Source: an optimization exercise on an open RTL-to-GDS flow (aim: small area, a short achievable clock period and few clock cycles per item). Production flows keep margins and buffers that such runs may drop.
Function was checked by simulation only, so behaviour that the tests miss may differ from the original.
Power and IR drop assume default switching activity.

## flow/run.sh

```bash
#!/bin/bash
# synth_recipe.tcl (not shown) runs the flow's synth.tcl, then flattens the netlist and writes it again
# the make line also repeats each setting of config.mk as NAME=value (left out here)
make -C /OpenROAD-flow-scripts/flow DESIGN_CONFIG=/design/flow/config.mk WORK_HOME=/design/flow/orfs CLKGATE_MAP_FILE= SYNTH_SCRIPT=/design/flow/synth_recipe.tcl finish
```

## flow/config.mk

```make
export PLATFORM = sky130hd
export DESIGN_NAME = weighted_random_neighbor_pick
export DESIGN_NICKNAME = weighted_random_neighbor_pick
export VERILOG_FILES = /design/flow/design.v
export SDC_FILE = /design/flow/constraint.sdc
export NUM_CORES = 4
export LEC_CHECK = 0
export ABC_AREA = 1
export CAP_MARGIN = 20
export CORE_MARGIN = 2
export CORE_UTILIZATION = 55
export SETUP_SLACK_MARGIN = 5
export SLEW_MARGIN = 20
```

## flow/constraint.sdc

```tcl
create_clock -name core_clock -period 11.0 [get_ports {clk}]
set_input_delay 2.2000 -clock core_clock [delete_from_list [all_inputs] [get_ports {clk}]]
set_output_delay 2.2000 -clock core_clock [all_outputs]
set_load 0.01 [all_outputs]
```

## flow/design.v

```verilog
`default_nettype none
package wrnp_pkg;
  localparam int SITE_W = 8;
  localparam int CFG_W  = 16;
  localparam int RV_W   = 31;
  localparam int E_W    = 18;    
  localparam int WGT_W  = 17;    
  localparam int TOT_W  = 20;    
  localparam int SRT_W  = 23;    
  localparam logic [CFG_W-1:0] MAXD_RESET = 16'd255;
endpackage
`default_nettype wire
`default_nettype none
module wrnp_ram (
  input  wire logic                          clk,
  input  wire logic                          rst,
  input  wire logic                          we,
  input  wire logic [4:0]                    idx,
  input  wire logic                          nonempty,
  input  wire logic                          target_valid,
  input  wire logic                          upd,
  input  wire logic [2:0]                    upd_k,
  input  wire logic [wrnp_pkg::E_W-1:0]      val,
  output logic      [5:0]                    ne,
  output logic      [6*wrnp_pkg::E_W-1:0]    e,
  output logic      [wrnp_pkg::WGT_W-1:0]    e8,
  output logic                               tv16
);
  localparam int EW = wrnp_pkg::E_W;
  function automatic logic [2:0] slot_of(input logic [4:0] i);
    case (i)
      5'd2:    slot_of = 3'd0;
      5'd3:    slot_of = 3'd1;
      5'd4:    slot_of = 3'd2;
      5'd12:   slot_of = 3'd3;
      5'd13:   slot_of = 3'd4;
      5'd14:   slot_of = 3'd5;
      5'd8:    slot_of = 3'd6;
      default: slot_of = 3'd7;
    endcase
  endfunction
  logic [2:0] k;
  assign k = upd ? upd_k : slot_of(idx);
  always_ff @(posedge clk) begin
    if (rst) begin
      ne   <= '0;
      e    <= {6{EW'(wrnp_pkg::MAXD_RESET)}};
      e8   <= wrnp_pkg::WGT_W'(wrnp_pkg::MAXD_RESET);
      tv16 <= 1'b0;
    end else if (we || upd) begin
      for (int j = 0; j < 6; j++) begin
        if (k == 3'(j)) begin
          e[j*EW +: EW] <= val;
          if (!upd)
            ne[j] <= nonempty;
        end
      end
      if (k == 3'd6)
        e8 <= val[wrnp_pkg::WGT_W-1:0];
      if (we && idx == 5'd16)
        tv16 <= target_valid;
    end
  end
endmodule
`default_nettype wire
`default_nettype none
module wrnp_div (
  input  wire logic [21:0] t,
  input  wire logic [19:0] d,
  input  wire logic [21:0] c1,
  input  wire logic        neg1,
  output logic      [19:0] rem_out
);
  logic [22:0] c2, c3;
  logic [22:0] x, y, z, cs, cc;
  assign c2 = {1'b0, t} + ~{2'b00, d, 1'b0} + 23'd1;
  assign x  = {1'b0, t};
  assign y  = ~{2'b00, d, 1'b0};
  assign z  = ~{3'b000, d};
  assign cs = x ^ y ^ z;
  assign cc = {((x[21:0] & y[21:0]) | (x[21:0] & z[21:0]) | (y[21:0] & z[21:0])), 1'b0};
  assign c3 = cs + cc + 23'd2;
  always_comb begin
    if (!c3[22])
      rem_out = c3[19:0];
    else if (!c2[22])
      rem_out = c2[19:0];
    else if (!neg1)
      rem_out = c1[19:0];
    else
      rem_out = t[19:0];
  end
endmodule
`default_nettype wire
`default_nettype none
module weighted_random_neighbor_pick (
  input  wire logic                              clk,
  input  wire logic                              rst,
  input  wire logic                              in_valid,
  output logic                                   in_ready,
  input  wire logic                              mode,
  input  wire logic [4:0]                        entry_index,
  input  wire logic                              entry_nonempty,
  input  wire logic [15:0]                       entry_distance,
  input  wire logic [15:0]                       entry_active,
  input  wire logic                              entry_target_valid,
  input  wire logic [wrnp_pkg::SITE_W-1:0]       start_site,
  input  wire logic                              at_node,
  input  wire logic                              uniform_weights,
  input  wire logic [wrnp_pkg::RV_W-1:0]         random_value,
  output logic                                   out_valid,
  input  wire logic                              out_ready,
  output logic      [wrnp_pkg::SITE_W-1:0]       next_site,
  output logic                                   moved,
  input  wire logic                              cfg_we,
  input  wire logic [wrnp_pkg::CFG_W-1:0]        cfg_wdata
);
  localparam int WW = wrnp_pkg::WGT_W;
  localparam int EW = wrnp_pkg::E_W;
  localparam int S_T = 0;    
  localparam int S_D = 1;    
  localparam int S_P = 2;    
  localparam int S_F = 3;    
  logic        s0_valid;
  logic        s0_mode;
  logic [38:0] s0_d;
  logic [3:0]  st;            
  logic        room;
  logic        adv;
  logic        load;
  logic        cfg_busy;
  logic [2:0]  ck;
  logic [15:0] maxd;
  assign adv      = (st == 4'd0) || (st[S_F] && room);
  assign in_ready = !cfg_busy && !cfg_pend && (!s0_valid || adv);
  assign load     = adv && s0_valid;
  always_ff @(posedge clk) begin
    if (rst)
      s0_valid <= 1'b0;
    else if (in_ready)
      s0_valid <= in_valid;
    if (in_ready || cfg_we) begin
      s0_mode <= mode;
      if (cfg_we)
        s0_d <= {23'd0, cfg_wdata};
      else if (mode)
        s0_d <= {1'b0, uniform_weights, at_node, |start_site[7:4], start_site[3:0], random_value};
      else
        s0_d <= {entry_target_valid, entry_nonempty, entry_active, entry_distance, entry_index};
    end
  end
  logic [4:0]  s0_idx;
  logic [3:0]  s0_site;
  logic        s0_sinv, s0_node, s0_uni;
  logic [30:0] s0_rv;
  assign s0_idx  = s0_d[4:0];
  assign s0_rv   = s0_d[30:0];
  assign s0_site = s0_d[34:31];
  assign s0_sinv = s0_d[35];
  assign s0_node = s0_d[36];
  assign s0_uni  = s0_d[37];
  logic [5:0]      t_ne;
  logic [6*EW-1:0] t_e;
  logic [WW-1:0]   t_e8;
  logic            t_tv16;
  logic [EW-1:0]   t_val;
  logic            wr;
  assign wr = load && !s0_mode;
  logic [2:0]    rd_code;
  logic [EW-1:0] rd_e;
  always_comb begin
    rd_e = {1'b0, t_e8};
    for (int k = 0; k < 6; k++)
      if (rd_code == 3'(k)) rd_e = t_e[k*EW +: EW];
  end
  always_comb begin
    logic [EW-1:0] x, y, z, cs_s, cs_c;
    if (cfg_busy) begin
      x = wq[EW-1:0];
      y = {2'b00, maxd};
      z = ~{2'b00, b_app};
    end else if (s0_mode) begin
      x = t_tv16 ? {2'b00, maxd} : '0;
      y = s0_node ? {1'b0, t_e8} : '0;
      z = '1;
    end else begin
      x = {2'b00, maxd};
      y = {2'b00, s0_d[36:21]};
      z = (s0_idx == 5'd8) ? '1 : ~{2'b00, s0_d[20:5]};
    end
    cs_s  = x ^ y ^ z;
    cs_c  = {((x[EW-2:0] & y[EW-2:0]) | (x[EW-2:0] & z[EW-2:0]) | (y[EW-2:0] & z[EW-2:0])), 1'b1};
    t_val = cs_s + cs_c;
  end
  wrnp_ram u_table (
    .clk          (clk),
    .rst          (rst),
    .we           (wr),
    .idx          (s0_idx),
    .nonempty     (s0_d[37]),
    .target_valid (s0_d[38]),
    .upd          (cfg_busy && ck != 3'd0),
    .upd_k        (ck - 3'd1),
    .val          (t_val),
    .ne           (t_ne),
    .e            (t_e),
    .e8           (t_e8),
    .tv16         (t_tv16)
  );
  logic [15:0] b_app;
  logic        cfg_pend;
  always_ff @(posedge clk) begin
    if (rst) begin
      cfg_busy <= 1'b0;
      cfg_pend <= 1'b0;
      ck       <= 3'd0;
      maxd     <= wrnp_pkg::MAXD_RESET;
      b_app    <= wrnp_pkg::MAXD_RESET;
    end else begin
      if (cfg_we)
        cfg_pend <= 1'b1;
      if (cfg_busy) begin
        ck <= ck + 3'd1;
        if (ck == 3'd7) begin
          cfg_busy <= 1'b0;
          b_app    <= maxd;
        end
      end else if (cfg_pend) begin
        cfg_busy <= 1'b1;
        ck       <= 3'd0;
        maxd     <= s0_d[15:0];
        if (!cfg_we)
          cfg_pend <= 1'b0;
      end
    end
  end
  logic [5:0] e_pos, e_le1;
  logic       e8_pos, e8_le1, b_pos, b_le1;
  always_comb begin
    for (int k = 0; k < 6; k++) begin
      e_pos[k] = !t_e[k*EW + EW - 1] && (t_e[k*EW +: WW] != '0);
      e_le1[k] =  t_e[k*EW + EW - 1] || (t_e[k*EW + 1 +: WW - 1] == '0);
    end
    e8_pos = (t_e8 != '0);
    e8_le1 = (t_e8[WW-1:1] == '0);
    b_pos  = (maxd != '0);
    b_le1  = (maxd[15:1] == '0);
  end
  function automatic logic [2:0] slot_code(input logic [3:0] site, input logic [1:0] j);
    logic [11:0] c;
    case (site)
      4'd2:    c = {3'd5, 3'd4, 3'd6, 3'd2};
      4'd3:    c = {3'd5, 3'd4, 3'd3, 3'd6};
      4'd4:    c = {3'd4, 3'd3, 3'd6, 3'd0};
      4'd12:   c = {3'd5, 3'd6, 3'd2, 3'd1};
      4'd13:   c = {3'd6, 3'd2, 3'd1, 3'd0};
      4'd14:   c = {3'd3, 3'd6, 3'd1, 3'd0};
      default: c = '0;
    endcase
    slot_code = c[j*3 +: 3];
  endfunction
  function automatic logic is_listed(input logic [3:0] site);
    is_listed = (site == 4'd2) || (site == 4'd3) || (site == 4'd4) ||
                (site == 4'd12) || (site == 4'd13) || (site == 4'd14);
  endfunction
  function automatic logic [4:0] slot_flags(input logic [3:0] site, input logic node,
                                            input logic [5:0] fe, input logic f8,
                                            input logic f16);
    logic [4:0] m;
    for (int j = 0; j < 4; j++) begin
      logic [2:0] c;
      c = slot_code(site, 2'(j));
      m[j] = (c == 3'd6) ? (node & f8) : fe[c];
    end
    m[4] = f16;
    slot_flags = m;
  endfunction
  logic [4:0] listed5;         
  always_comb begin
    for (int j = 0; j < 4; j++)
      listed5[j] = (slot_code(s0_site, 2'(j)) != 3'd6);
    listed5[4] = 1'b0;
  end
  logic       is_trio, is_s0;
  logic [4:0] nz5, le5;
  assign is_trio = is_listed(s0_site);
  assign is_s0   = (s0_site == 4'd0);
  assign nz5 = slot_flags(s0_site, s0_node, e_pos, e8_pos, t_tv16 & b_pos);
  assign le5 = ~slot_flags(s0_site, s0_node, ~e_le1, ~e8_le1, t_tv16 & !b_le1);
  function automatic logic [1:0] res3(input logic [6:0] a);
    logic [1:0] r;
    r = 2'd0;
    for (int i = 0; i < 128; i++)
      if (a == 7'(i)) r = 2'(i % 3);
    res3 = r;
  endfunction
  function automatic logic [2:0] res5(input logic [6:0] a);
    logic [2:0] r;
    r = 3'd0;
    for (int i = 0; i < 128; i++)
      if (a == 7'(i)) r = 3'(i % 5);
    res5 = r;
  endfunction
  function automatic logic [6:0] nibsum(input logic [30:0] v);
    logic [31:0] w;
    w = {1'b0, v};
    nibsum = (7'(5'(w[3:0]) + 5'(w[7:4])) + 7'(5'(w[11:8]) + 5'(w[15:12]))) +
             (7'(5'(w[19:16]) + 5'(w[23:20])) + 7'(5'(w[27:24]) + 5'(w[31:28])));
  endfunction
  logic [5:0] smask;
  logic [6:0] coh;        
  logic       is_small;
  always_comb begin
    if (is_s0)
      smask = t_ne;
    else
      smask = {1'b0, nz5};
    coh = 7'd1;
    for (int i = 0; i < 6; i++)
      if (smask[i]) coh = {coh[5:0], 1'b0};
    is_small = is_s0 || s0_uni || (le5 == 5'b11111) || coh[0] || coh[1];
  end
  function automatic logic [4:0] small_side(input logic [3:0] site, input logic [5:0] m,
                                            input logic [6:0] r15, input logic [1:0] r4);
    logic [6:0] c;
    logic [2:0] sr, sj;
    logic [5:0] roh;
    logic [1:0] m3;
    logic [2:0] m5;
    c = 7'd1;
    for (int i = 0; i < 6; i++)
      if (m[i]) c = {c[5:0], 1'b0};
    m3 = res3(r15);
    m5 = res5(r15);
    sr = 3'd0;
    if (c[2]) sr = {2'b00, r4[0]};
    if (c[3]) sr = {1'b0, m3};
    if (c[4]) sr = {1'b0, r4};
    if (c[5]) sr = m5;
    if (c[6]) begin
      case ({r4[0], m3})
        3'b0_00: sr = 3'd0;
        3'b1_01: sr = 3'd1;
        3'b0_10: sr = 3'd2;
        3'b1_00: sr = 3'd3;
        3'b0_01: sr = 3'd4;
        default: sr = 3'd5;
      endcase
    end
    roh = 6'd0;
    for (int i = 0; i < 6; i++)
      if (sr == 3'(i)) roh[i] = 1'b1;
    sj = 3'd0;
    for (int i = 0; i < 6; i++) begin
      if (m[i] && roh[0])
        sj = 3'(i);
      if (m[i])
        roh = {1'b0, roh[5:1]};
    end
    small_side = slot_side(site, sj);
  endfunction
  function automatic logic [4:0] slot_side(input logic [3:0] site, input logic [2:0] j);
    logic [4:0] s;
    s = 5'd16;
    case (site)
      4'd0:  case (j) 3'd0: s = 5'd2;  3'd1: s = 5'd3;  3'd2: s = 5'd4;
                      3'd3: s = 5'd12; 3'd4: s = 5'd13; default: s = 5'd14; endcase
      4'd2:  case (j) 3'd0: s = 5'd4;  3'd1: s = 5'd8;  3'd2: s = 5'd13; 3'd3: s = 5'd14; default: s = 5'd16; endcase
      4'd3:  case (j) 3'd0: s = 5'd8;  3'd1: s = 5'd12; 3'd2: s = 5'd13; 3'd3: s = 5'd14; default: s = 5'd16; endcase
      4'd4:  case (j) 3'd0: s = 5'd2;  3'd1: s = 5'd8;  3'd2: s = 5'd12; 3'd3: s = 5'd13; default: s = 5'd16; endcase
      4'd12: case (j) 3'd0: s = 5'd3;  3'd1: s = 5'd4;  3'd2: s = 5'd8;  3'd3: s = 5'd14; default: s = 5'd16; endcase
      4'd13: case (j) 3'd0: s = 5'd2;  3'd1: s = 5'd3;  3'd2: s = 5'd4;  3'd3: s = 5'd8;  default: s = 5'd16; endcase
      4'd14: case (j) 3'd0: s = 5'd2;  3'd1: s = 5'd3;  3'd2: s = 5'd8;  3'd3: s = 5'd12; default: s = 5'd16; endcase
      default: s = 5'd16;
    endcase
    slot_side = s;
  endfunction
  logic [3:0]  j_site;
  logic [4:0]  j_nz;          
  logic        j_small;       
  logic [4:0]  rm;            
  logic [21:0] rr;            
  logic [30:0] rq;            
  logic [19:0] dv;            
  logic [4:0]  nsh;           
  logic [3:0]  cnt;
  logic [7:0]  res_site;
  logic        res_moved;
  logic [2:0]    jn, jn2;
  logic          rm_last;     
  logic          rm_two;      
  logic [19:0]   wq;          
  logic [2:0]    wj_n;        
  logic [EW-1:0] wj;
  logic [3:0]    wsite;
  logic          wj_none;     
  always_comb begin
    logic [4:0] rest;
    jn = 3'd4;
    for (int i = 3; i >= 0; i--)
      if (rm[i]) jn = 3'(i);
    rest = rm & ~(5'd1 << jn);
    jn2 = 3'd4;
    for (int i = 3; i >= 0; i--)
      if (rest[i]) jn2 = 3'(i);
    rm_last = (rest == 5'd0);
    rm_two  = !rm_last && ((rest & (rest - 5'd1)) == 5'd0);
  end
  always_comb begin
    wj_n = 3'd4;
    wj_none = 1'b0;
    if (st == 4'd0 || st[S_F]) begin
      wsite = s0_site;
      wj_none = ((nz5 & listed5) == 5'd0);
      for (int i = 3; i >= 0; i--)
        if (nz5[i] && listed5[i]) wj_n = 3'(i);
    end else if (st[S_D]) begin
      wsite = j_site;
      for (int i = 3; i >= 0; i--)
        if (j_nz[i]) wj_n = 3'(i);
    end else begin
      wsite = j_site;
      wj_n  = jn2;
      wj_none = rm_last;
    end
    rd_code = cfg_busy ? ck : slot_code(wsite, wj_n[1:0]);
    if (cfg_busy)
      wj = rd_e;
    else if (wj_none)
      wj = '0;
    else if (wj_n[2])
      wj = {2'b00, maxd};
    else
      wj = rd_e[EW-1] ? '0 : {1'b0, rd_e[WW-1:0]};
  end
  logic [21:0] t4;
  logic [22:0] a_sum;
  logic [21:0] a_y;
  logic        a_neg;
  logic        a_sub;
  logic [21:0] a_a, a_b;
  assign t4 = {rr[19:0], rq[30:29]};
  always_comb begin
    a_sub = !st[S_T];
    a_a   = st[S_D] ? t4 : rr;
    a_b   = st[S_D] ? {2'b00, dv} : {2'b00, wq};
    a_sum = {1'b0, a_a} + {1'b0, a_sub ? ~a_b : a_b} + 23'(a_sub);
    a_y   = a_sum[21:0];
    a_neg = a_sub && !a_sum[22];
  end
  logic [19:0] div_rem;
  logic [4:0] lz;
  always_comb begin
    lz = 5'd0;
    for (int i = 0; i < 20; i++)
      if (a_y[i]) lz = 5'(19 - i);
  end
  logic [19:0] sh_in, sh_out;
  always_comb begin
    sh_in  = st[S_T] ? a_y[19:0] : {2'b00, wj};
    sh_out = sh_in << (st[S_T] ? lz : nsh);
  end
  logic [1:0] jpad;
  logic [3:0] ncnt;
  always_comb begin
    jpad = {1'b0, lz[0]};
    ncnt = 4'(5'd5 + ((lz + 5'd1) >> 1));
  end
  wrnp_div u_div (
    .t       (t4),
    .d       (dv),
    .c1      (a_y),
    .neg1    (a_neg),
    .rem_out (div_rem)
  );
  logic       push;
  logic [7:0] push_site;
  logic       push_moved;
  assign push       = st[S_F] && room;
  assign push_site  = j_small ? {3'b000, small_side(j_site, rr[14:9], rr[6:0], rr[8:7])} : res_site;
  assign push_moved = j_small ? 1'b1 : res_moved;
  logic go_div;
  assign go_div = s0_mode && !s0_sinv && is_trio && !is_small;
  always_ff @(posedge clk) begin
    if (rst) begin
      st <= 4'd0;
    end else if (adv) begin
      if (!s0_valid)
        st <= 4'd0;
      else if (go_div)
        st <= 4'd1 << S_T;
      else
        st <= 4'd1 << S_F;
    end else begin
      if (st[S_T] && rm_last) st <= 4'd1 << S_D;
      if (st[S_D] && cnt == 4'd0) st <= 4'd1 << S_P;
      if (st[S_P] && (rm_last || rm_two || a_neg)) st <= 4'd1 << S_F;
    end
  end
  always_ff @(posedge clk) begin
    if (load) begin
      j_site  <= s0_site;
      j_nz    <= nz5;
      j_small <= s0_mode && !s0_sinv && (is_s0 || is_trio) && smask != 6'd0 && !go_div;
      rm      <= nz5 & listed5;
      rr      <= go_div ? 22'(t_val) : {7'd0, smask, s0_rv[1:0], nibsum(s0_rv)};
      rq      <= s0_rv;
      wq      <= 20'(wj);
      res_moved <= 1'b0;
      if (!s0_mode)
        res_site <= 8'd0;
      else if (s0_sinv)
        res_site <= 8'hFF;
      else
        res_site <= {4'h0, s0_site};
    end else begin
      if (st[S_T]) begin
        rm <= rm & ~(5'd1 << jn);
        wq <= 20'(wj);
        if (!rm_last) begin
          rr <= a_y;
        end else begin
          nsh <= lz;
          dv  <= sh_out;
          cnt <= ncnt;
          case (jpad)
            2'd1:    begin rr <= 22'(rq[30:13]); rq <= {rq[12:0], 18'd0}; end
            2'd2:    begin rr <= 22'(rq[30:14]); rq <= {rq[13:0], 17'd0}; end
            default: begin rr <= 22'(rq[30:12]); rq <= {rq[11:0], 19'd0}; end
          endcase
        end
      end
      if (st[S_D]) begin
        cnt <= cnt - 4'd1;
        rq  <= {rq[28:0], 2'b00};
        rr  <= 22'(div_rem);
        if (cnt == 4'd0) begin
          rm <= j_nz;
          wq <= sh_out;
        end
      end
      if (st[S_P]) begin
        if (rm_last || rm_two || a_neg) begin
          res_site  <= {3'b000, slot_side(j_site, (a_neg || rm_last) ? jn : jn2)};
          res_moved <= 1'b1;
        end else begin
          rr <= a_y;
          rm <= rm & ~(5'd1 << jn);
          wq <= sh_out;
        end
      end
      if (st == 4'd0 && cfg_busy)
        wq <= 20'(wj);
    end
  end
  logic       sk_valid;
  logic [7:0] sk_site;
  logic       sk_moved;
  assign room = !sk_valid;
  always_ff @(posedge clk) begin
    if (rst) begin
      out_valid <= 1'b0;
      sk_valid  <= 1'b0;
    end else if (!out_valid || out_ready) begin
      if (sk_valid) begin
        out_valid <= 1'b1;
        sk_valid  <= 1'b0;
      end else begin
        out_valid <= push;
      end
    end else if (push) begin
      sk_valid <= 1'b1;
    end
    if (!out_valid || out_ready) begin
      if (sk_valid) begin
        next_site <= sk_site;
        moved     <= sk_moved;
      end else begin
        next_site <= push_site;
        moved     <= push_moved;
      end
    end
    if (push) begin
      sk_site  <= push_site;
      sk_moved <= push_moved;
    end
  end
endmodule
`default_nettype wire
```

==> results of run 1 <==
-- state kept, by name, summed over array words and instances, names as in the netlist, 3 cells and up --
| signal | count |
|---|---|
| rr | 22 |
| b_app | 16 |
| j_nz | 5 |
| j_site | 4 |
| dv | 20 |
| cnt | 4 |
| maxd | 16 |
| wq | 20 |
| rm | 5 |
| rq | 31 |
| ck | 3 |
| sk_site | 6 |
| u_table.ne | 6 |
| u_table.e | 108 |
| s0_d | 39 |
| u_table.e8 | 17 |
| res_site | 6 |
| next_site | 6 |
| nsh | 5 |
| st | 4 |
-- repair_timing --
item	4_1_cts	5_1_grt
resized for setup	40	173
buffers inserted	19	74
gates cloned	3	10
pin swaps	4	39
endpoints found under the setup margin	77	97
-- per-layer routing --
layer	vias to the layer above	share of wire (%)	GRT usage, %
li1	13902	-	-
met1	14239	38	52.11
met2	2099	43	62.25
met3	449	12	9.930
met4	6	6.7	23.43
met5	-	0.046	0
-- Yosys cell counts, types with 28 or more instances --
library cell | number | area [sq um]
edfxtp_1 | 130 | 3904
o221ai_1 | 28 | 245.2
clkbuf_1 | 131 | 491.7
inv_2 | 37 | 138.9
o22ai_1 | 36 | 225.2
inv_1 | 467 | 1753
nand3_1 | 207 | 1036
nor2_1 | 381 | 1430
dfxtp_1 | 224 | 4484
nand2_1 | 755 | 2834
nor3_1 | 51 | 255.2
xor2_1 | 63 | 551.8
ha_1 | 118 | 1476
o21ai_0 | 382 | 1912
a21oi_1 | 342 | 1712
o211ai_1 | 104 | 780.8
fa_1 | 61 | 1221
nor4_1 | 35 | 219.0
nand4_1 | 48 | 300.3
o21ai_1 | 97 | 485.5
-- worst max-delay path, delay by kind of cell, from the launching register on --
family | cells | cell delay, ns
AND/OR/NAND/NOR | 20 | 2.59
AO/OA/AOI/OAI | 10 | 1.76
flip-flops | 1 | 0.41
buffers and inverters | 8 | 1.08
-- where the power goes --
group	leakage [nW]	internal, mW	switching [mW]
Clock	0.647	0.759	0.610
Sequential	3.11	1.51	0.202
Combinational	10.3	1.49	3.21
Total	14.1	3.76	4.02
-- logic make-up (layout without fill, tap and decap cells) --
kind of cell | Yosys count | after routing | synth area share [%]
simple gates | 1537 | 1545 | 23.57
compound gates | 1141 | 1141 | 23.91
buf+inv | 696 | 850 | 9.743
flops | 354 | 354 | 30.28
fa+ha+maj | 179 | 179 | 9.739
xor+xnor | 78 | 78 | 2.493
mux | 7 | 7 | 0.2575
other cells | 0 | 2 | 0
-- worst max path at each step --
stage | cells past startpoint | endpoint | startpoint
3_5_place_dp | 33 | wq[19] | st[1]
5_1_grt | 35 | wq[17] | st[1]
2_1_floorplan | 40 | cnt[2] | st[0]
4_1_cts | 33 | wq[16] | st[1]
3_3_place_gp | 34 | wq[17] | st[1]
6_report | 38 | wq[17] | st[1]
-- area by class of cell --
class | instances | area (sq um) | area share (%)
multi-input combinational | 2950 | 17330 | 53.45
timing repair buffer | 254 | 2452 | 7.562
tap | 672 | 840.8 | 2.593
sequential | 354 | 8414 | 25.95
clock buffer | 56 | 1132 | 3.492
antenna | 2 | 5.005 | 0.01543
inverter | 519 | 2052 | 6.328
clock inverter | 20 | 191.4 | 0.5903
timing repair inverter | 1 | 7.507 | 0.02315
==> impl_metrics.yaml, run 1 <==
placement:
  portBuffers: 112
  place.gp.congestion: 1.062
  place_ws_ns: 3.836
  place_area_sq_um: 29320
  dp_hpwl_um: 80570
  post-place-cells: 4643
sta:
  final_hold_viol_count: 0
  fin_ws_ns: 5.060
  skew_ns: 0.02337
  setup_viol: 0
  holdWs_ns: 0.4782
  rsz0062_at_grt: "true"
  tns_ns: 0
  slew_violations: 0
  slew_headroom_pct: 16.85
  max_freq_ghz: 0.1684
  finalCritPeriodShare_pct: 54.00
  worst_pin_slew_ns: 1.241
  min_period_ns: 5.940
setup_path:
  regToRegStartpoint: "st[1]"
  critPathMaxFanout: 24
  reg2reg_to: "wq[17]"
  regToRegSetupSlack_ns: 5.06
  worstSetupPathType: "reg2reg"
  critPathMaxStageDelay_ns: 0.41
  end_kind: "flop"
  cpMaxStageDelayCell: "dfxtp_4"
  critPathArrivalTime_ns: 6.46
  r2r_cells: 38
  critical_path_required_ns: 11.52
  crit_top_cell: "nand2_1"
  crit_path_start_kind: "flop"
cts:
  cts_buffers: 41
  cts_tree: "done"
  htree_levels: 2
  cts.reportedPaths.clkPinSlew_ns: 0.06
  clock_sinks: 354
  cts_root_buffer: "clkbuf_16"
  clockBufferDepth: 3
  clk_latency_ns: 0.59
  ctsHoldBuffers: 0
global_route:
  grt-ovfl-total: 0
  antenna_found_initial: 4
  grt.total_usage_pct: 40.55
  grt_max_degree: 105
  grt_pass1_wl_um: 165600
  grt_pass1_vias: 28513
hold_path:
  hold_class: "reg2reg"
  holdPathEnd: "u_table.ne[2]"
  hold_path.startpoint: "u_table.ne[2]"
  worstHoldPathCells: 2
finish:
  final_nets: 4402
  finalCoreUtilization_pct: 64.90
  drive_gt1_share_pct: 11.05
  n_fill_cell: 4448
  design_area_sq_um: 32430
  final_common_cell: "nand2_1"
  syn2layout_area_growth_pct: 17.07
  layout.cells.non_filler: 4828
  layout_common_cells: "nand2_1 (737), inv_1 (451), o21ai_0 (369)"
detailed_routing:
  vias_per_cell: 6.358
  drt-wirelength-per-cell_um: 23.00
  first_iter_violations: 4115
  drc: 0
  vias: 30695
  wl_um: 111000
  ant_nets: 0
  first_pass_iters: 8
power_and_ir_drop:
  ir_drop_mv: 0.3151
  powerDensity_nw_per_um2: 239.9
  power_mw: 7.780
  p_leak_nw: 14.08
flow_run:
  maxCapViolCount: 0
floorplanning:
  row_count: 82
  io_pins: 113
  dieWidth_um: 228.4
  dieArea_sq_um: 52170
  initial_core_util_pct: 55.44
  core_area_sq_um: 49970
  die_y_um: 228.4
synthesis:
  synthArstFlopShare_pct: 0
  syn_nets: 4273
  syn-instance-count: 3992
  synth.distinct_cells: 77
  yosysWarnings: 3
  synth_flop_cell: "dfxtp_1"
  ys_seq_area_share_pct: 30.28
  synth-seq-cells: 354
  syn-mean-instance-area_sq_um: 6.939
  syn_area_sq_um: 27700
  synth_edf_count: 130
run_status:
  status: "timing/DRC/antenna clean"
Testbench counts, summed over its fixed seeds: cycles 38,213, items 8,000.
==> run 2, diff against run 1 <==
--- a/flow/design.v
+++ b/flow/design.v
@@ -26,3 +26,5 @@
   output logic      [wrnp_pkg::WGT_W-1:0]    e8,
-  output logic                               tv16
+  output logic                               tv16,
+  output logic      [6:0]                    pos,     
+  output logic      [6:0]                    le1
 );
@@ -43,2 +45,5 @@
   assign k = upd ? upd_k : slot_of(idx);
+  logic val_pos, val_le1;
+  assign val_pos = !val[EW-1] && (val[EW-2:0] != '0);
+  assign val_le1 =  val[EW-1] || (val[EW-2:1] == '0);
   always_ff @(posedge clk) begin
@@ -49,2 +54,4 @@
       tv16 <= 1'b0;
+      pos  <= '1;
+      le1  <= '0;
     end else if (we || upd) begin
@@ -53,2 +60,4 @@
           e[j*EW +: EW] <= val;
+          pos[j] <= val_pos;
+          le1[j] <= val_le1;
           if (!upd)
@@ -57,4 +66,7 @@
       end
-      if (k == 3'd6)
-        e8 <= val[wrnp_pkg::WGT_W-1:0];
+      if (k == 3'd6) begin
+        e8     <= val[wrnp_pkg::WGT_W-1:0];
+        pos[6] <= val_pos;
+        le1[6] <= val_le1;
+      end
       if (we && idx == 5'd16)
@@ -166,2 +178,3 @@
   logic [EW-1:0]   t_val;
+  logic [6:0]      t_pos, t_le1;
   logic            wr;
@@ -207,3 +220,5 @@
     .e8           (t_e8),
-    .tv16         (t_tv16)
+    .tv16         (t_tv16),
+    .pos          (t_pos),
+    .le1          (t_le1)
   );
@@ -239,8 +254,6 @@
   always_comb begin
-    for (int k = 0; k < 6; k++) begin
-      e_pos[k] = !t_e[k*EW + EW - 1] && (t_e[k*EW +: WW] != '0);
-      e_le1[k] =  t_e[k*EW + EW - 1] || (t_e[k*EW + 1 +: WW - 1] == '0);
-    end
-    e8_pos = (t_e8 != '0);
-    e8_le1 = (t_e8[WW-1:1] == '0);
+    e_pos  = t_pos[5:0];
+    e_le1  = t_le1[5:0];
+    e8_pos = t_pos[6];
+    e8_le1 = t_le1[6];
     b_pos  = (maxd != '0);
--- a/flow/config.mk
+++ b/flow/config.mk
@@ -11,2 +11,3 @@
 export CORE_UTILIZATION = 55
+export CTS_BUF_LIST = sky130_fd_sc_hd__clkbuf_4
 export SETUP_SLACK_MARGIN = 5
==> run 2 against run 1 <==
  * Wire length is essentially flat
  * Flip-flop and latch count up 14
  * Final cell count is 1.1% higher
  * Synthesized cell count shrank 1.3%
  * Die area rose by 0.39%
  * Maximum frequency is 2.7% higher
  * Setup slack improved by 0.15 ns
  * Total power grew 7.7%
  * Clock power fell by 4%
  * First-iteration DRC count fell by 0.22%
  * Critical path depth decreased by 2
  * Critical path type unchanged
  * Largest power group unchanged
  * Highest routed layer unchanged
==> impl_metrics.yaml, run 2 <==
cts:
  clockBufferDepth: 3
  ctsHoldBuffers: 0
  cts_buffers: 99
  clk_latency_ns: 0.94
  cts_tree: "done"
  cts_root_buffer: "clkbuf_4"
  cts.reportedPaths.clkPinSlew_ns: 0.06
  clock_sinks: 368
  htree_levels: 3
detailed_routing:
  drc: 0
  drt-wirelength-per-cell_um: 22.77
  vias: 30848
  ant_nets: 0
  wl_um: 111100
  first_pass_iters: 10
  first_iter_violations: 4106
  vias_per_cell: 6.321
synthesis:
  syn_nets: 4222
  synth_mux_area_share_pct: 0.4004
  yosysWarnings: 3
  yosys.cell_count.top_type: "nand2_1"
  syn_area_sq_um: 27810
  synth_area_leader_cell: "dfxtp_1"
  synth-seq-cells: 368
  synthXorXnorAreaFrac_pct: 2.515
  synth_edf_count: 130
  ys_seq_area_share_pct: 31.17
  synth.distinct_cells: 75
  yosys.area_share.simple_pct: 22.24
  synth_top_family_by_area: "compound AO/OA/AOI/OAI gates"
  synth_common_cells: "nand2_1 (772), inv_1 (427), o21ai_0 (415), nor2_1 (377), a21oi_1 (344)"
  syn-instance-count: 3939
  synth_flop_cell: "dfxtp_1"
  syn-mean-instance-area_sq_um: 7.060
  synth_compound_area_share_pct: 24.68
  synth_top_area_share_pct: 17.13
  synthArstFlopShare_pct: 0
  synth_fa_ha_area_share_pct: 9.791
  synthTopCellsByArea: "dfxtp_1 (17%), edfxtp_1 (14%), nand2_1 (10%)"
power_and_ir_drop:
  pwr-share-seq_pct: 21.5
  power.share.clock_pct: 15.6
  pwr-share-comb_pct: 62.9
  powerDensity_nw_per_um2: 258.4
  ir_drop_mv: 0.1675
  p_sw_mw: 4.457
  p_sw_share_pct: 53.19
  p_leak_nw: 14.15
  p_int_mw: 3.922
floorplanning:
  dieArea_sq_um: 52370
  initial_core_util_pct: 55.54
  io_pins: 113
  die_y_um: 228.9
  core_area_sq_um: 50070
  dieWidth_um: 228.9
  row_count: 82
setup_path:
  end_kind: "flop"
  critPathMaxStageDelay_ns: 0.40
  crit_path_start_kind: "flop"
  regToRegSetupSlack_ns: 5.21
  crit_top_cell: "nand2_1"
  regToRegStartpoint: "st[1]"
  cpMaxStageDelayCell: "dfxtp_4"
  critPathMaxFanout: 42
  critical_path_required_ns: 11.78
  worstSetupPathType: "reg2reg"
  critPathArrivalTime_ns: 6.57
  reg2reg_to: "wq[3]"
  critical_path_buf_inv_count: 8
  cp_top_family: "compound AO/OA/AOI/OAI gates"
  r2r_cells: 36
hold_path:
  hold_path.startpoint: "u_table.e[6]"
  hold_class: "reg2reg"
  holdPathEnd: "u_table.e[6]"
  worstHoldPathCells: 2
sta:
  fin_ws_ns: 5.214
  slew_headroom_pct: 28.71
  tns_ns: 0
  slew_violations: 0
  holdWs_ns: 0.4584
  finalCritPeriodShare_pct: 52.60
  min_period_ns: 5.786
  worst_pin_slew_ns: 1.067
  rsz0062_at_grt: "true"
  skew_ns: 0.1074
  final_hold_viol_count: 0
  max_freq_ghz: 0.1728
  setup_viol: 0
placement:
  dp_hpwl_um: 80430
  post-place-cells: 4587
  place.gp.congestion: 1.034
  place_ws_ns: 3.664
  portBuffers: 112
finish:
  top_regs: "u_table.e: 108 flops, s0_d: 39 flops, rq: 31 flops"
  final_nets: 4405
  finalCoreUtilization_pct: 64.76
  syn2layout_area_growth_pct: 16.61
  final-seq-area_sq_um: 8702
  final_common_cell: "nand2_1"
  layout_common_cells: "nand2_1 (757), inv_1 (411), o21ai_0 (395)"
  regMostFlops: "u_table.e"
  drive_gt1_share_pct: 12.98
  largest_register_ffs: 108
  multi_input_area_sq_um: 17200
  layout.cells.non_filler: 4880
  n_fill_cell: 4569
global_route:
  antenna_found_initial: 4
  grt-ovfl-total: 0
  grt_pass1_vias: 28849
  grt_pass1_wl_um: 165300
  grt_max_degree: 103
  grt.total_usage_pct: 40.53
flow_run:
  maxCapViolCount: 0
run_status:
  status: "timing/DRC/antenna clean"
## run 2: cell types whose count changed after synthesis, moves of 8 or more
| cell | before | now |
|---|---|---|
| inv_1 | 467 | 427 |
| nand3_1 | 207 | 174 |
| o21ai_0 | 382 | 415 |
| o21ai_1 | 97 | 68 |
| nor4_1 | 35 | 8 |
| nand2_1 | 755 | 772 |
| dfxtp_1 | 224 | 238 |
| nor3_1 | 51 | 38 |
| clkbuf_1 | 131 | 143 |
| a221oi_1 | 27 | 16 |
| nand4_1 | 48 | 57 |
| buf_1 | 17 | 9 |
| o221ai_1 | 28 | 36 |
## run 2: worst register-to-register path: cells and delay by family (launching register included)
kind	cells	cell delay, ns
and+or+nand+nor	13	1.82
buffers and inverters	8	1.19
DFF	1	0.40
AOI/OAI and AO/OA	15	2.29
## run 2: how the worst max path moves through the flow
stage	from	to	slack, ns	cells past startpoint
finish	st[1]	wq[3]	5.21	36
global route	st[1]	wq[16]	4.88	44
CTS	rr[5]	next_site[3]	5.00	35
detailed placement	st[1]	wq[3]	3.66	35
global placement	st[1]	wq[3]	3.80	35
floorplan	st[0]	cnt[2]	5.02	41
## run 2: area by class of cell
cell class / instances / area share, %
inverter: 475 / 5.811
sequential: 368 / 26.84
clock inverter: 44 / 0.9068
clock buffer: 141 / 3.264
tap: 672 / 2.593
timing repair buffer: 255 / 7.428
timing repair inverter: 4 / 0.09647
antenna: 2 / 0.01543
multi-input combinational: 2919 / 53.05
## run 2: metal layers
metal | vias to the layer above | GRT usage [%] | wire [um]
li1 | 13944 | - | -
met1 | 14331 | 51.66 | 41640
met2 | 2106 | 64.09 | 48740
met3 | 465 | 7.635 | 12860
met4 | 2 | 24.29 | 7834
met5 | - | 0 | 12
## run 2: cell families after synthesis
kind of cell | count (synthesis)
adder cells (fa/ha/maj) | 181
flip-flops | 368
AO/OA/AOI/OAI | 1166
AND/OR/NAND/NOR | 1477
XOR/XNOR | 79
buffers and inverters | 657
multiplexers | 11
## run 2: timing repair
action / CTS / global route
buffers inserted: 21 / 71
cloned: 3 / 11
endpoints found under the setup margin: 111 / 104
hold endpoints to repair: 0 / 0
pin swaps: 5 / 35
gates resized for setup: 45 / 170
## run 2: per-stage QoR
stage	total power, mW	cell area [sq um]
after floorplan	4.771	27810
after global placement	6.205	29370
after detailed placement	6.312	29370
after CTS	7.747	31130
after global routing	8.867	32430
final	8.379	32430
## run 2: power by group through the flow
stage	combinational, mW	clock [mW]	sequential [mW]
2_1_floorplan	3.08	0	1.69
3_3_place_gp	4.39	0	1.82
3_5_place_dp	4.49	0	1.82
4_1_cts	4.64	1.31	1.79
5_1_grt	5.67	1.39	1.81
6_report	5.27	1.31	1.80
Testbench counts of run 2, summed over its fixed seeds: cycles 38,213, items 8,000.
==> run 3, diff against run 2 <==
--- a/flow/design.v
+++ b/flow/design.v
@@ -144,3 +144,6 @@
   logic [2:0]  ck;
-  logic [15:0] maxd;
+  logic [15:0] maxd;          
+  logic [15:0] b_app;         
+  logic        cfg_pend;      
+  logic [19:0] wq;            
   assign adv      = (st == 4'd0) || (st[S_F] && room);
@@ -224,4 +227,2 @@
   );
-  logic [15:0] b_app;
-  logic        cfg_pend;
   always_ff @(posedge clk) begin
@@ -404,3 +405,2 @@
   logic          rm_two;      
-  logic [19:0]   wq;          
   logic [2:0]    wj_n;        
--- a/flow/config.mk
+++ b/flow/config.mk
@@ -8,3 +8,3 @@
 export ABC_AREA = 1
-export CAP_MARGIN = 20
+export CAP_MARGIN = 10
 export CORE_MARGIN = 2
@@ -12,3 +12,4 @@
 export CTS_BUF_LIST = sky130_fd_sc_hd__clkbuf_4
+export PLACE_DENSITY = 0.7
 export SETUP_SLACK_MARGIN = 5
-export SLEW_MARGIN = 20
+export SLEW_MARGIN = 10
==> run 3 against run 2 <==
  * Still clean
  * Wire length is 8.7% lower
  * Sequential share of layout area rose by 0.24 points
  * Global-route usage decreased by 3.4 points
  * Total power down 3.1%
  * Die area up 0.49%
  * Critical endpoint is now wq[16]
  * Largest power group unchanged
==> impl_metrics.yaml, run 3 <==
synthesis:
  syn_nets: 4235
  yosysWarnings: 3
  synth_edf_count: 130
  synth_common_cells: "nand2_1 (751), inv_1 (426), nor2_1 (409), o21ai_0 (376), a21oi_1 (319)"
  synth-seq-cells: 368
  synthTopCellsByArea: "dfxtp_1 (17%), edfxtp_1 (14%), nand2_1 (10%)"
  synth_top_area_share_pct: 17.05
  synthArstFlopShare_pct: 0
  syn_area_sq_um: 27950
  synth_area_leader_cell: "dfxtp_1"
  yosys.cell_count.top_type: "nand2_1"
  ys_seq_area_share_pct: 31.02
  syn-mean-instance-area_sq_um: 7.071
  synth_flop_cell: "dfxtp_1"
  syn-instance-count: 3952
  synth.distinct_cells: 80
cts:
  cts_tree: "done"
  clockBufferDepth: 3
  cts_root_buffer: "clkbuf_4"
  htree_levels: 3
  clock_sinks: 368
  cts_buffers: 99
  clk_latency_ns: 0.93
  cts.reportedPaths.clkPinSlew_ns: 0.07
detailed_routing:
  wl_um: 101500
  vias: 29255
  drt-wirelength-per-cell_um: 20.92
  vias_per_cell: 6.033
  first_pass_iters: 6
  drc: 0
  first_iter_violations: 3461
  ant_nets: 0
finish:
  regMostFlops: "u_table.e"
  layout.cells.non_filler: 4849
  drive_gt1_share_pct: 12.27
  layout_common_cells: "nand2_1 (739), inv_1 (409), nor2_1 (394)"
  syn2layout_area_growth_pct: 14.93
  largest_register_ffs: 108
  final_nets: 4378
  final_common_cell: "nand2_1"
  top_regs: "u_table.e: 108 flops, s0_d: 39 flops, rq: 31 flops"
global_route:
  top_usage_layer: "met2"
  grt_pass1_wl_um: 153300
  grt.total_usage_pct: 37.10
  grt_max_degree: 88
  met2_usage_pct: 56.81
  antenna_found_initial: 2
  grtUsageMet3_pct: 7.557
  grt-ovfl-total: 0
  met1_usage_pct: 49.68
  grt_pass1_vias: 26571
setup_path:
  regToRegStartpoint: "s0_d[31]"
  critical_path_required_ns: 11.77
  critical_path_buf_inv_count: 10
  cp_top_family: "simple AND/OR/NAND/NOR gates"
  cpMaxStageDelayCell: "a32oi_1"
  crit_cells: 40
  critPathArrivalTime_ns: 6.52
  crit_path_start_kind: "flop"
  r2r_cells: 40
  end_kind: "flop"
  critPathLaunch: "s0_d[31]"
  critPathMaxFanout: 26
  critPathMaxStageDelay_ns: 0.42
  crit_top_cell: "inv_2"
  worstSetupPathType: "reg2reg"
sta:
  min_period_ns: 5.749
  max_freq_ghz: 0.1740
  rsz0062_at_grt: "false"
  fin_ws_ns: 5.251
  tns_ns: 0
  slew_violations: 0
  finalCritPeriodShare_pct: 52.26
  worst_pin_slew_ns: 1.137
  skew_ns: 0.1055
  slew_headroom_pct: 24.14
  final_hold_viol_count: 0
  holdWs_ns: 0.4642
  setup_viol: 0
run_status:
  status: "timing/DRC/antenna clean"
hold_path:
  hold_class: "reg2reg"
  worstHoldPathCells: 2
  hold_path.startpoint: "u_table.e[5]"
floorplanning:
  die_y_um: 229.4
  row_count: 82
  dieArea_sq_um: 52630
  io_pins: 113
  dieWidth_um: 229.4
  core_area_sq_um: 50170
  initial_core_util_pct: 55.70
power_and_ir_drop:
  ir_drop_mv: 0.1453
  power_mw: 8.120
  p_leak_nw: 14.06
  powerDensity_nw_per_um2: 252.8
placement:
  place.gp.congestion: 1.025
  portBuffers: 112
  place_ws_ns: 3.804
  dp_hpwl_um: 74850
  post-place-cells: 4596
flow_run:
  maxCapViolCount: 0
-- run 3: worst paths after layout --
kind,endpoint,slack (ns)
worst max-delay path,wq[16],5.25
worst min-delay path,u_table.e[5],0.46
worst max register to register,wq[16],5.25
worst min register to register,u_table.e[5],0.46
-- run 3: worst min-delay path: cells and delay by family, from the launching register on --
family / cells / cell delay [ns]
DFF: 1 / 0.33
and+or+nand+nor: 2 / 0.10
-- run 3: logic make-up after synthesis --
group / share of synthesized area (%)
AOI/OAI and AO/OA: 25.05
DFF: 31.02
xor gates and xnor gates: 2.785
muxes: 0.2194
adders and majority gates: 9.743
and+or+nand+nor: 21.94
buffers and inverters: 9.241
-- run 3: per-stage QoR --
step / instance area [sq um] / utilization (%)
floorplan: 27950 / -
global placement: 29520 / 58.85
detailed placement: 29520 / 58.85
CTS: 31070 / 61.94
global route: 32110 / 64.01
finish: 32120 / 64.02
-- run 3: routing by layer --
layer,wire length (um),vias to the layer above
li1,-,13918
met1,40660,13390
met2,44600,1643
met3,10670,302
met4,5523,2
met5,13,-
-- run 3: where the power goes --
group | switching, mW | internal (mW)
sequential | 0.216 | 1.58
combinational | 3.38 | 1.64
clock | 0.624 | 0.675
total | 4.22 | 3.90
-- run 3: repair_timing --
action                     4_1_cts  5_1_grt
pin swaps                        2       27
gates resized for setup         36      148
cloned                           0        4
buffers inserted                11       55
hold buffers                     0        0
setup endpoints to repair      114      106
-- run 3: area by class of cell --
cell class	count	area, sq um
Fill cell	4656	18050
Timing Repair inverter	2	13.76
Inverter	488	1926
Timing Repair Buffer	223	2093
Tap cell	672	840.8
Sequential cell	368	8696
Antenna cell	3	7.507
Clock inverter	23	152.6
Clock buffer	157	1179
Multi-Input combinational cell	2913	17210
Testbench counts of run 3, summed over its fixed seeds: cycles 38,213, items 8,000.
==> run 4, diff against run 3 <==
--- a/flow/design.v
+++ b/flow/design.v
@@ -148,3 +148,4 @@
   logic [19:0] wq;            
-  assign adv      = (st == 4'd0) || (st[S_F] && room);
+  logic        p_fast;        
+  assign adv      = (st == 4'd0) || ((st[S_F] || p_fast) && room);
   assign in_ready = !cfg_busy && !cfg_pend && (!s0_valid || adv);
@@ -424,3 +425,3 @@
     wj_none = 1'b0;
-    if (st == 4'd0 || st[S_F]) begin
+    if (st == 4'd0 || st[S_F] || p_fast) begin
       wsite = s0_site;
@@ -491,5 +492,16 @@
   logic       push_moved;
-  assign push       = st[S_F] && room;
-  assign push_site  = j_small ? {3'b000, small_side(j_site, rr[14:9], rr[6:0], rr[8:7])} : res_site;
-  assign push_moved = j_small ? 1'b1 : res_moved;
+  assign p_fast     = st[S_P] && (rm_last || rm_two);
+  assign push       = (st[S_F] || p_fast) && room;
+  always_comb begin
+    if (st[S_P]) begin
+      push_site  = {3'b000, slot_side(j_site, (rm_last || a_neg) ? jn : jn2)};
+      push_moved = 1'b1;
+    end else if (j_small) begin
+      push_site  = {3'b000, small_side(j_site, rr[14:9], rr[6:0], rr[8:7])};
+      push_moved = 1'b1;
+    end else begin
+      push_site  = res_site;
+      push_moved = res_moved;
+    end
+  end
   logic go_div;
==> run 4 against run 3 <==
  * Critical endpoint is now wq[8]
  * Final cell count fell by 0.74%
  * Cell area grew 0.32%
  * Synthesized cell count is 1.5% lower
  * Sequential power about the same
  * Wire length rose by 3.1%
  * Via count rose by 1.6%
  * Still clean
  * Clock power down 6%
==> impl_metrics.yaml, run 4 <==
run_status:
  status: "timing/DRC/antenna clean"
power_and_ir_drop:
  powerDensity_nw_per_um2: 255.5
  pwr-share-seq_pct: 22.1
  p_int_mw: 3.893
  pwr-share-comb_pct: 63.1
  p_sw_mw: 4.340
  power.share.clock_pct: 14.8
  ir_drop_mv: 0.1740
  power_mw: 8.233
  p_leak_nw: 14.03
  p_sw_share_pct: 52.71
detailed_routing:
  drc: 0
  wl_um: 104600
  first_pass_iters: 8
  vias_per_cell: 6.173
  vias: 29713
  ant_nets: 0
  drt-wirelength-per-cell_um: 21.74
  first_iter_violations: 3695
synthesis:
  synth_mux_area_share_pct: 0.3237
  synth_fa_ha_area_share_pct: 9.782
  synth-seq-cells: 368
  synthXorXnorAreaFrac_pct: 2.706
  yosys.area_share.simple_pct: 21.03
  synth_top_area_share_pct: 17.12
  syn_nets: 4174
  yosysWarnings: 3
  synth.distinct_cells: 74
  synth_flop_cell: "dfxtp_1"
  syn_area_sq_um: 27830
  synth_compound_area_share_pct: 25.84
  synth_edf_count: 130
  syn-instance-count: 3891
  synth_area_leader_cell: "dfxtp_1"
  syn-mean-instance-area_sq_um: 7.153
  synthTopCellsByArea: "dfxtp_1 (17%), edfxtp_1 (14%), nand2_1 (9.8%)"
  synth_common_cells: "nand2_1 (724), inv_1 (429), o21ai_0 (382), nor2_1 (359), a21oi_1 (329)"
  yosys.cell_count.top_type: "nand2_1"
  synth_top_family_by_area: "compound AO/OA/AOI/OAI gates"
  ys_seq_area_share_pct: 31.15
  synthArstFlopShare_pct: 0
sta:
  rsz0062_at_grt: "true"
  finalCritPeriodShare_pct: 53.26
  max_freq_ghz: 0.1707
  skew_ns: 0.1085
  worst_pin_slew_ns: 1.088
  final_hold_viol_count: 0
  slew_headroom_pct: 27.48
  slew_violations: 0
  min_period_ns: 5.859
  tns_ns: 0
  setup_viol: 0
global_route:
  grt-ovfl-total: 0
  grt.total_usage_pct: 38.35
  grt_pass1_wl_um: 157000
  antenna_found_initial: 3
  grt_max_degree: 114
  grt_pass1_vias: 27012
hold_path:
  worstHoldPathCells: 2
  hold_class: "reg2reg"
setup_path:
  cpMaxStageDelayCell: "edfxtp_1"
  worstSetupPathType: "reg2reg"
  crit_path_start_kind: "flop"
  critPathMaxFanout: 19
  r2r_cells: 32
  end_kind: "flop"
  critPathMaxStageDelay_ns: 0.56
  critical_path_required_ns: 11.77
  critPathArrivalTime_ns: 6.63
  crit_top_cell: "inv_1"
finish:
  drive_gt1_share_pct: 13.05
  regMostFlops: "u_table.e"
  layout_common_cells: "nand2_1 (711), inv_1 (414), o21ai_0 (368)"
  final_nets: 4349
  n_fill_cell: 4682
  syn2layout_area_growth_pct: 15.77
  largest_register_ffs: 108
  top_regs: "u_table.e: 108 flops, s0_d: 39 flops, rq: 31 flops"
  final_common_cell: "nand2_1"
cts:
  htree_levels: 3
  cts_tree: "done"
  ctsHoldBuffers: 0
  cts_buffers: 96
  clock_sinks: 368
  clk_latency_ns: 0.95
  cts.reportedPaths.clkPinSlew_ns: 0.07
  clockBufferDepth: 3
  cts_root_buffer: "clkbuf_4"
floorplanning:
  dieWidth_um: 229.0
  io_pins: 113
  row_count: 82
  core_area_sq_um: 50070
  dieArea_sq_um: 52420
  die_y_um: 229.0
  initial_core_util_pct: 55.59
flow_run:
  maxCapViolCount: 0
placement:
  place.gp.congestion: 1.002
  dp_hpwl_um: 76530
  portBuffers: 112
[run 4: path summary, 6_finish.rpt]
kind	slack [ns]	to	start
worst min-delay path	0.46	u_table.e[8]	u_table.e[8]
worst min register to register	0.46	u_table.e[8]	u_table.e[8]
worst max register to register	5.14	wq[8]	s0_d[33]
worst max-delay path	5.14	wq[8]	s0_d[33]
[run 4: per-stage QoR]
step | setup WS, ns | hold WS, ns | area, sq um | instances | utilization [%]
6_report | 5.141 | 0.4632 | 32220 | 4813 | 64.35
5_1_grt | 4.946 | 0.5008 | 32220 | 4812 | 64.35
4_1_cts | 4.981 | 0.4594 | 31090 | 4736 | 62.09
3_5_place_dp | 3.424 | 0.4510 | 29450 | 4543 | 58.82
3_3_place_gp | 3.431 | 0.4432 | 29450 | 4543 | 58.82
2_1_floorplan | 5.137 | 0.4206 | 27840 | 3891 | -
[run 4: layout make-up]
class	count	area (sq um)	share of cell area [%]
timing repair inverter	4	23.77	0.07378
timing repair buffer	252	2336	7.250
clock buffer	144	1081	3.355
multi-input combinational	2865	17230	53.47
clock inverter	27	137.6	0.4272
inverter	479	1869	5.801
antenna	2	5.005	0.01553
sequential	368	8698	27.00
tap	672	840.8	2.610
[run 4: metal layers]
layer	wire length, um	vias up	global-route usage (%)	part of all wire, %
li1	-	13834	-	-
met1	42180	13737	51.51	40
met2	45190	1779	58.53	43
met3	11500	359	8.271	11
met4	5746	4	18.91	5.5
met5	23	-	0	0.022
[run 4: worst max-delay path: cells and delay by family, from the launching register on]
kind | cells | cell delay (ns)
AO/OA/AOI/OAI | 13 | 2.26
AND/OR/NAND/NOR | 9 | 1.47
buffers and inverters | 9 | 1.23
flip-flops | 1 | 0.56
multiplexers | 1 | 0.12
[run 4: cell families (layout without fill, tap and decap cells)]
family | after synthesis | count (layout)
other cells | 0 | 2
flops | 368 | 368
buf+inv | 661 | 906
simple gates | 1392 | 1393
compound gates | 1194 | 1196
mux | 9 | 9
fa+ha+maj | 181 | 181
xor+xnor | 86 | 86
[run 4: power by group through the flow]
stage	Clock [mW]	Sequential [mW]	Combinational (mW)
2_1_floorplan	0	1.70	3.22
3_3_place_gp	0	1.83	4.53
3_5_place_dp	0	1.83	4.55
4_1_cts	1.22	1.80	4.67
5_1_grt	1.29	1.82	5.65
6_report	1.22	1.82	5.20
[run 4: what timing repair did]
action                                  in CTS  in global routing
resized for setup                           49                147
buffers inserted                            20                 67
endpoints found under the setup margin     105                 88
gates cloned                                 2                  8
pin swaps                                    6                 21
Testbench counts of run 4, summed over its fixed seeds: cycles 36,576, items 8,000.
==> run 5, diff against run 4 <==
--- a/flow/config.mk
+++ b/flow/config.mk
@@ -8,3 +8,3 @@
 export ABC_AREA = 1
-export CAP_MARGIN = 10
+export CAP_MARGIN = 20
 export CORE_MARGIN = 2
@@ -12,4 +12,3 @@
 export CTS_BUF_LIST = sky130_fd_sc_hd__clkbuf_4
-export PLACE_DENSITY = 0.7
 export SETUP_SLACK_MARGIN = 5
-export SLEW_MARGIN = 10
+export SLEW_MARGIN = 20
==> run 5 against run 4 <==
  * Critical path type unchanged
  * Setup slack got worse by 0.019 ns
  * Combinational power rose by 1%
  * Still clean on timing, DRC and antenna
  * Hold slack got worse by 0.0059 ns
  * Clock skew fell by 0.030 ns
  * Register-to-register slack got worse by 0.02 ns
  * Count of clock-buffer cells in the layout fell by 8
  * Largest power group unchanged
  * Flip-flop and latch count did not move
  * Non-clock buffer count rose by 24
  * Via count rose by 3.1%
  * Sequential share of layout area fell by 0.15 points
==> impl_metrics.yaml, run 5 <==
run_status:
  status: "timing/DRC/antenna clean"
setup_path:
  crit_top_cell: "nand2_1"
  crit_end: "wq[0]"
  critPathArrivalTime_ns: 6.60
  reg2reg_to: "wq[0]"
  cp_top_family: "compound AO/OA/AOI/OAI gates"
  end_kind: "flop"
  regToRegSetupSlack_ns: 5.12
  crit_cells: 36
  worstSetupPathType: "reg2reg"
  cpMaxStageDelayCell: "dfxtp_4"
  critPathLaunch: "st[1]"
  critPathMaxFanout: 13
  critical_path_buf_inv_count: 7
  r2r_cells: 36
  critPathMaxStageDelay_ns: 0.46
  critical_path_required_ns: 11.72
  regToRegStartpoint: "st[1]"
  crit_path_start_kind: "flop"
global_route:
  grt_max_degree: 92
  grt_pass1_vias: 28328
  grt.total_usage_pct: 39.47
  antenna_found_initial: 5
  grt_pass1_wl_um: 162100
  grt-ovfl-total: 0
power_and_ir_drop:
  ir_drop_mv: 0.1710
  p_int_mw: 3.890
  p_leak_nw: 14.14
  pwr-share-comb_pct: 63.3
  p_sw_share_pct: 53.21
  pwr-share-seq_pct: 21.8
  p_sw_mw: 4.424
  power.share.clock_pct: 14.9
  powerDensity_nw_per_um2: 256.6
floorplanning:
  initial_core_util_pct: 55.59
  row_count: 82
  die_y_um: 229.0
  dieArea_sq_um: 52420
  dieWidth_um: 229.0
  io_pins: 113
  core_area_sq_um: 50070
finish:
  syn2layout_area_growth_pct: 16.44
  regMostFlops: "u_table.e"
  n_fill_cell: 4582
  top_regs: "u_table.e: 108 flops, s0_d: 39 flops, rq: 31 flops"
  layout_common_cells: "nand2_1 (713), inv_1 (415), o21ai_0 (370)"
  drive_gt1_share_pct: 13.00
  final_nets: 4370
  largest_register_ffs: 108
  layout.cells.non_filler: 4845
  finalCoreUtilization_pct: 64.72
  final_common_cell: "nand2_1"
sta:
  final_hold_viol_count: 0
  tns_ns: 0
  worst_pin_slew_ns: 1.210
  setup_viol: 0
  skew_ns: 0.07859
  slew_headroom_pct: 19.03
  slew_violations: 0
  finalCritPeriodShare_pct: 53.44
  rsz0062_at_grt: "true"
  max_freq_ghz: 0.1701
  min_period_ns: 5.878
  fin_ws_ns: 5.122
synthesis:
  synth_top_area_share_pct: 17.12
  synth_edf_count: 130
  syn-instance-count: 3891
  synth-seq-cells: 368
  syn_nets: 4174
  ys_seq_area_share_pct: 31.15
  synthArstFlopShare_pct: 0
  syn-mean-instance-area_sq_um: 7.153
  yosysWarnings: 3
  synth.distinct_cells: 74
  yosys.cell_count.top_type: "nand2_1"
  synth_flop_cell: "dfxtp_1"
  synth_common_cells: "nand2_1 (724), inv_1 (429), o21ai_0 (382), nor2_1 (359), a21oi_1 (329)"
  syn_area_sq_um: 27830
  synthTopCellsByArea: "dfxtp_1 (17%), edfxtp_1 (14%), nand2_1 (9.8%)"
  synth_area_leader_cell: "dfxtp_1"
cts:
  clock_sinks: 368
  cts_buffers: 97
  clockBufferDepth: 3
  cts_root_buffer: "clkbuf_4"
  htree_levels: 3
  cts.reportedPaths.clkPinSlew_ns: 0.07
  cts_tree: "done"
  ctsHoldBuffers: 0
  clk_latency_ns: 0.91
placement:
  post-place-cells: 4531
  place.gp.congestion: 1.028
  place_ws_ns: 3.889
  portBuffers: 112
  dp_hpwl_um: 78380
detailed_routing:
  drt-wirelength-per-cell_um: 22.51
  vias: 30648
  ant_nets: 0
  first_iter_violations: 4117
  drc: 0
  vias_per_cell: 6.326
  first_pass_iters: 8
  wl_um: 109100
flow_run:
  maxCapViolCount: 0
hold_path:
  hold_path.startpoint: "maxd[13]"
  hold_class: "reg2reg"
==> run 5: power groups by stage <==
stage,Sequential (mW),Clock [mW],Combinational [mW]
finish,1.81,1.24,5.27
global route,1.81,1.32,5.69
CTS,1.79,1.24,4.75
detailed placement,1.82,0,4.59
global placement,1.82,0,4.50
floorplan,1.70,0,3.22
==> run 5: logic make-up after synthesis <==
group | after synthesis | synth area share (%)
DFF | 368 | 31.15
AOI/OAI and AO/OA | 1194 | 25.84
muxes | 9 | 0.3237
buffers and inverters | 661 | 9.175
adders and majority gates | 181 | 9.782
xor gates and xnor gates | 86 | 2.706
and+or+nand+nor | 1392 | 21.03
==> run 5: per-stage QoR <==
step | total power, mW | hold slack [ns] | area, sq um
2_1_floorplan | 4.917 | 0.4206 | 27840
3_3_place_gp | 6.315 | 0.4430 | 29360
3_5_place_dp | 6.411 | 0.4462 | 29360
4_1_cts | 7.770 | 0.4468 | 31140
5_1_grt | 8.818 | 0.4791 | 32400
6_report | 8.314 | 0.4573 | 32410
==> run 5: worst register-to-register path, delay by kind of cell, from the launching register on <==
family	cells	cell delay (ns)
buffers and inverters	7	0.87
AND/OR/NAND/NOR	16	1.71
adder cells (fa/ha/maj)	1	0.28
flip-flops	1	0.46
AO/OA/AOI/OAI	10	1.92
XOR/XNOR	2	0.47
==> run 5: worst min-delay path by stage <==
stage	endpoint	slack, ns	cells after the start
after floorplan	j_site[1]	0.42	0
after global placement	u_table.e[8]	0.44	2
after detailed placement	u_table.e[8]	0.45	2
after CTS	b_app[13]	0.45	2
after global routing	b_app[13]	0.48	2
final	b_app[13]	0.46	2
==> run 5: cell type report <==
type,count,area [sq um],share of cell area [%]
Antenna cell,4,10.01,0.03089
Clock buffer,136,1021,3.151
Sequential cell,368,8701,26.85
Multi-Input combinational cell,2863,17110,52.79
Tap cell,672,840.8,2.595
Inverter,479,1876,5.788
Clock inverter,45,237.7,0.7336
Timing Repair Buffer,276,2600,8.023
Timing Repair inverter,2,12.51,0.03861
==> run 5: layer usage <==
metal / share of wire [%] / vias to the layer above / track usage, %
met5: 0.025 / - / 0
met4: 6.6 / 4 / 22.30
met3: 11 / 465 / 6.699
met2: 44 / 2114 / 62.75
met1: 38 / 14196 / 50.94
li1: - / 13869 / -
==> run 5: what timing repair did <==
action / CTS / global route
endpoints found under the setup margin: 100 / 99
setup buffers: 29 / 89
gates resized for setup: 58 / 120
cloned: 3 / 7
pin swaps: 5 / 25
==> run 6, diff against run 5 <==
==> flow/flow/run.sh (new file) <==
#!/bin/bash
# Layout flow: the standard ORFS flow (standard.sh: same synthesis,
# floorplan, power grid, placement, clock tree and routing, same settings),
# except that the port buffers are the small sky130_fd_sc_hd__buf_2 instead
# of the cell buffer_ports picks by itself. ORFS's own logs stay under
# orfs/logs; the make output goes to logs_own/orfs.log.
set -euo pipefail
mkdir -p logs_own
sed -e 's|"\${@:-finish}"|BUFFER_PORTS_ARGS="-buffer_cell sky130_fd_sc_hd__buf_2" "${@:-finish}"|' \
  standard.sh > logs_own/own_standard.sh
grep -q 'BUFFER_PORTS_ARGS' logs_own/own_standard.sh
bash logs_own/own_standard.sh > logs_own/orfs.log 2>&1
==> flow/standard.sh (new file) <==
#!/bin/bash
# synth_recipe.tcl (not shown) runs the flow's synth.tcl, then flattens the netlist and writes it again
# the make line also repeats each setting of config.mk as NAME=value (left out here)
make -C /OpenROAD-flow-scripts/flow DESIGN_CONFIG=/design/flow/config.mk WORK_HOME=/design/flow/orfs CLKGATE_MAP_FILE= SYNTH_SCRIPT=/design/flow/synth_recipe.tcl "${@:-finish}"
--- a/flow/config.mk
+++ b/flow/config.mk
@@ -8,3 +8,3 @@
 export ABC_AREA = 1
-export CAP_MARGIN = 20
+export CAP_MARGIN = 10
 export CORE_MARGIN = 2
@@ -12,3 +12,4 @@
 export CTS_BUF_LIST = sky130_fd_sc_hd__clkbuf_4
+export PLACE_DENSITY = 0.7
 export SETUP_SLACK_MARGIN = 5
-export SLEW_MARGIN = 20
+export SLEW_MARGIN = 10
removed: flow/run.sh
==> run 6 against run 5 <==
  * Largest cell class unchanged
  * Hold slack better by 0.0017 ns
  * Critical path type unchanged
  * Highest routed layer unchanged
  * Synthesized area unchanged
  * Count of clock-buffer cells in the layout increased by 8
  * Critical path depth shrank 1
  * Register-to-register slack improved by 0.18 ns
  * Total power fell by 0.81%
  * Synthesized cell count unchanged
==> impl_metrics.yaml, run 6 <==
finish:
  layout_common_cells: "nand2_1 (717), inv_1 (416), o21ai_0 (371)"
  final_nets: 4330
  regMostFlops: "u_table.e"
  top_regs: "u_table.e: 108 flops, s0_d: 39 flops, rq: 31 flops"
  design_area_sq_um: 31370
floorplanning:
  initial_core_util_pct: 55.59
  core_area_sq_um: 50070
  io_pins: 113
  dieArea_sq_um: 52420
  row_count: 82
  dieWidth_um: 229.0
  die_y_um: 229.0
setup_path:
  critical_path_required_ns: 11.71
  critPathMaxFanout: 31
  critPathMaxStageDelay_ns: 0.54
  end_kind: "flop"
  worstSetupPathType: "reg2reg"
  cpMaxStageDelayCell: "fa_1"
  critPathArrivalTime_ns: 6.41
  crit_path_start_kind: "flop"
cts:
  clockBufferDepth: 3
  cts_buffers: 98
  cts_root_buffer: "clkbuf_4"
  cts_tree: "done"
  clock_sinks: 368
  clk_latency_ns: 0.89
  ctsHoldBuffers: 0
  cts.reportedPaths.clkPinSlew_ns: 0.07
sta:
  slew_violations: 0
  rsz0062_at_grt: "true"
  setup_viol: 0
  final_hold_viol_count: 0
  fin_ws_ns: 5.299
  max_freq_ghz: 0.1754
  holdWs_ns: 0.4590
  skew_ns: 0.08043
  tns_ns: 0
  finalCritPeriodShare_pct: 51.83
run_status:
  status: "timing/DRC/antenna clean"
detailed_routing:
  first_pass_iters: 6
  drc: 0
  ant_nets: 0
  wl_um: 105800
  vias: 29694
  first_iter_violations: 3677
placement:
  dp_hpwl_um: 78250
  portBuffers: 112
  place_area_sq_um: 28850
  place_ws_ns: 3.935
global_route:
  grt_pass1_wl_um: 160000
  grt_max_degree: 98
  grt-ovfl-total: 0
synthesis:
  syn-instance-count: 3891
  syn-mean-instance-area_sq_um: 7.153
  synthTopCellsByArea: "dfxtp_1 (17%), edfxtp_1 (14%), nand2_1 (9.8%)"
  synth_area_leader_cell: "dfxtp_1"
  synth_edf_count: 130
  synth_top_area_share_pct: 17.12
  yosysWarnings: 3
  synth.distinct_cells: 74
  synth-seq-cells: 368
  synth_flop_cell: "dfxtp_1"
  synth_common_cells: "nand2_1 (724), inv_1 (429), o21ai_0 (382), nor2_1 (359), a21oi_1 (329)"
  syn_nets: 4174
  yosys.cell_count.top_type: "nand2_1"
flow_run:
  maxCapViolCount: 0
power_and_ir_drop:
  ir_drop_mv: 0.2082
  powerDensity_nw_per_um2: 262.9
  power_mw: 8.247
  p_leak_nw: 13.94
hold_path:
  worstHoldPathCells: 2
[run 6: cell type report]
cell class | count | area, sq um
fill | 4777 | 18700
inverter | 479 | 1856
timing repair inverter | 1 | 5.005
clock inverter | 32 | 205.2
multi-input combinational | 2863 | 17040
clock buffer | 144 | 1081
antenna | 3 | 7.507
sequential | 368 | 8692
tap | 672 | 840.8
timing repair buffer | 236 | 1648
[run 6: critical path: cells and delay by family, from the launching register on]
family	cells	cell delay, ns
buf+inv	8	1.21
mux	1	0.24
fa+ha+maj	1	0.54
flops	1	0.43
simple gates	9	0.78
compound gates	15	2.06
xor+xnor	1	0.22
[run 6: what timing repair did]
action	CTS	global route
gates resized for setup	43	105
pin swaps	5	18
gates cloned	1	3
setup endpoints to repair	82	88
setup buffers	5	72
[run 6: layer usage]
| metal | routed length, um | vias to the layer above | global-route usage [%] |
|---|---|---|---|
| met5 | 40 | - | 0 |
| met4 | 6389 | 6 | 21.41 |
| met3 | 12140 | 379 | 8.159 |
| met2 | 45310 | 1878 | 59.36 |
| met1 | 41950 | 13631 | 52.35 |
| li1 | - | 13800 | - |
[run 6: path summary, 6_finish.rpt]
path	slack, ns	to	start
worst max-delay path	5.30	wq[17]	st[1]
worst min-delay path	0.46	u_table.e[8]	u_table.e[8]
worst max register to register	5.30	wq[17]	st[1]
worst min register to register	0.46	u_table.e[8]	u_table.e[8]
[run 6: logic make-up (layout without fill, tap and decap cells)]
family	count (synthesis)	in the layout	synth area share [%]
AO/OA/AOI/OAI	1194	1194	25.84
XOR/XNOR	86	86	2.706
adder cells (fa/ha/maj)	181	181	9.782
buffers and inverters	661	892	9.175
flip-flops	368	368	31.15
multiplexers	9	9	0.3237
other	0	3	0
AND/OR/NAND/NOR	1392	1393	21.03
[run 6: through the flow]
stage	utilization, %	std cells
2_1_floorplan	-	3891
3_3_place_gp	57.62	4538
3_5_place_dp	57.62	4538
4_1_cts	60.67	4720
5_1_grt	62.65	4797
6_report	62.66	4798
[run 6: power breakdown]
| part | switching [mW] | internal (mW) |
|---|---|---|
| Combinational | 3.50 | 1.66 |
| Sequential | 0.237 | 1.58 |
| Clock | 0.623 | 0.651 |
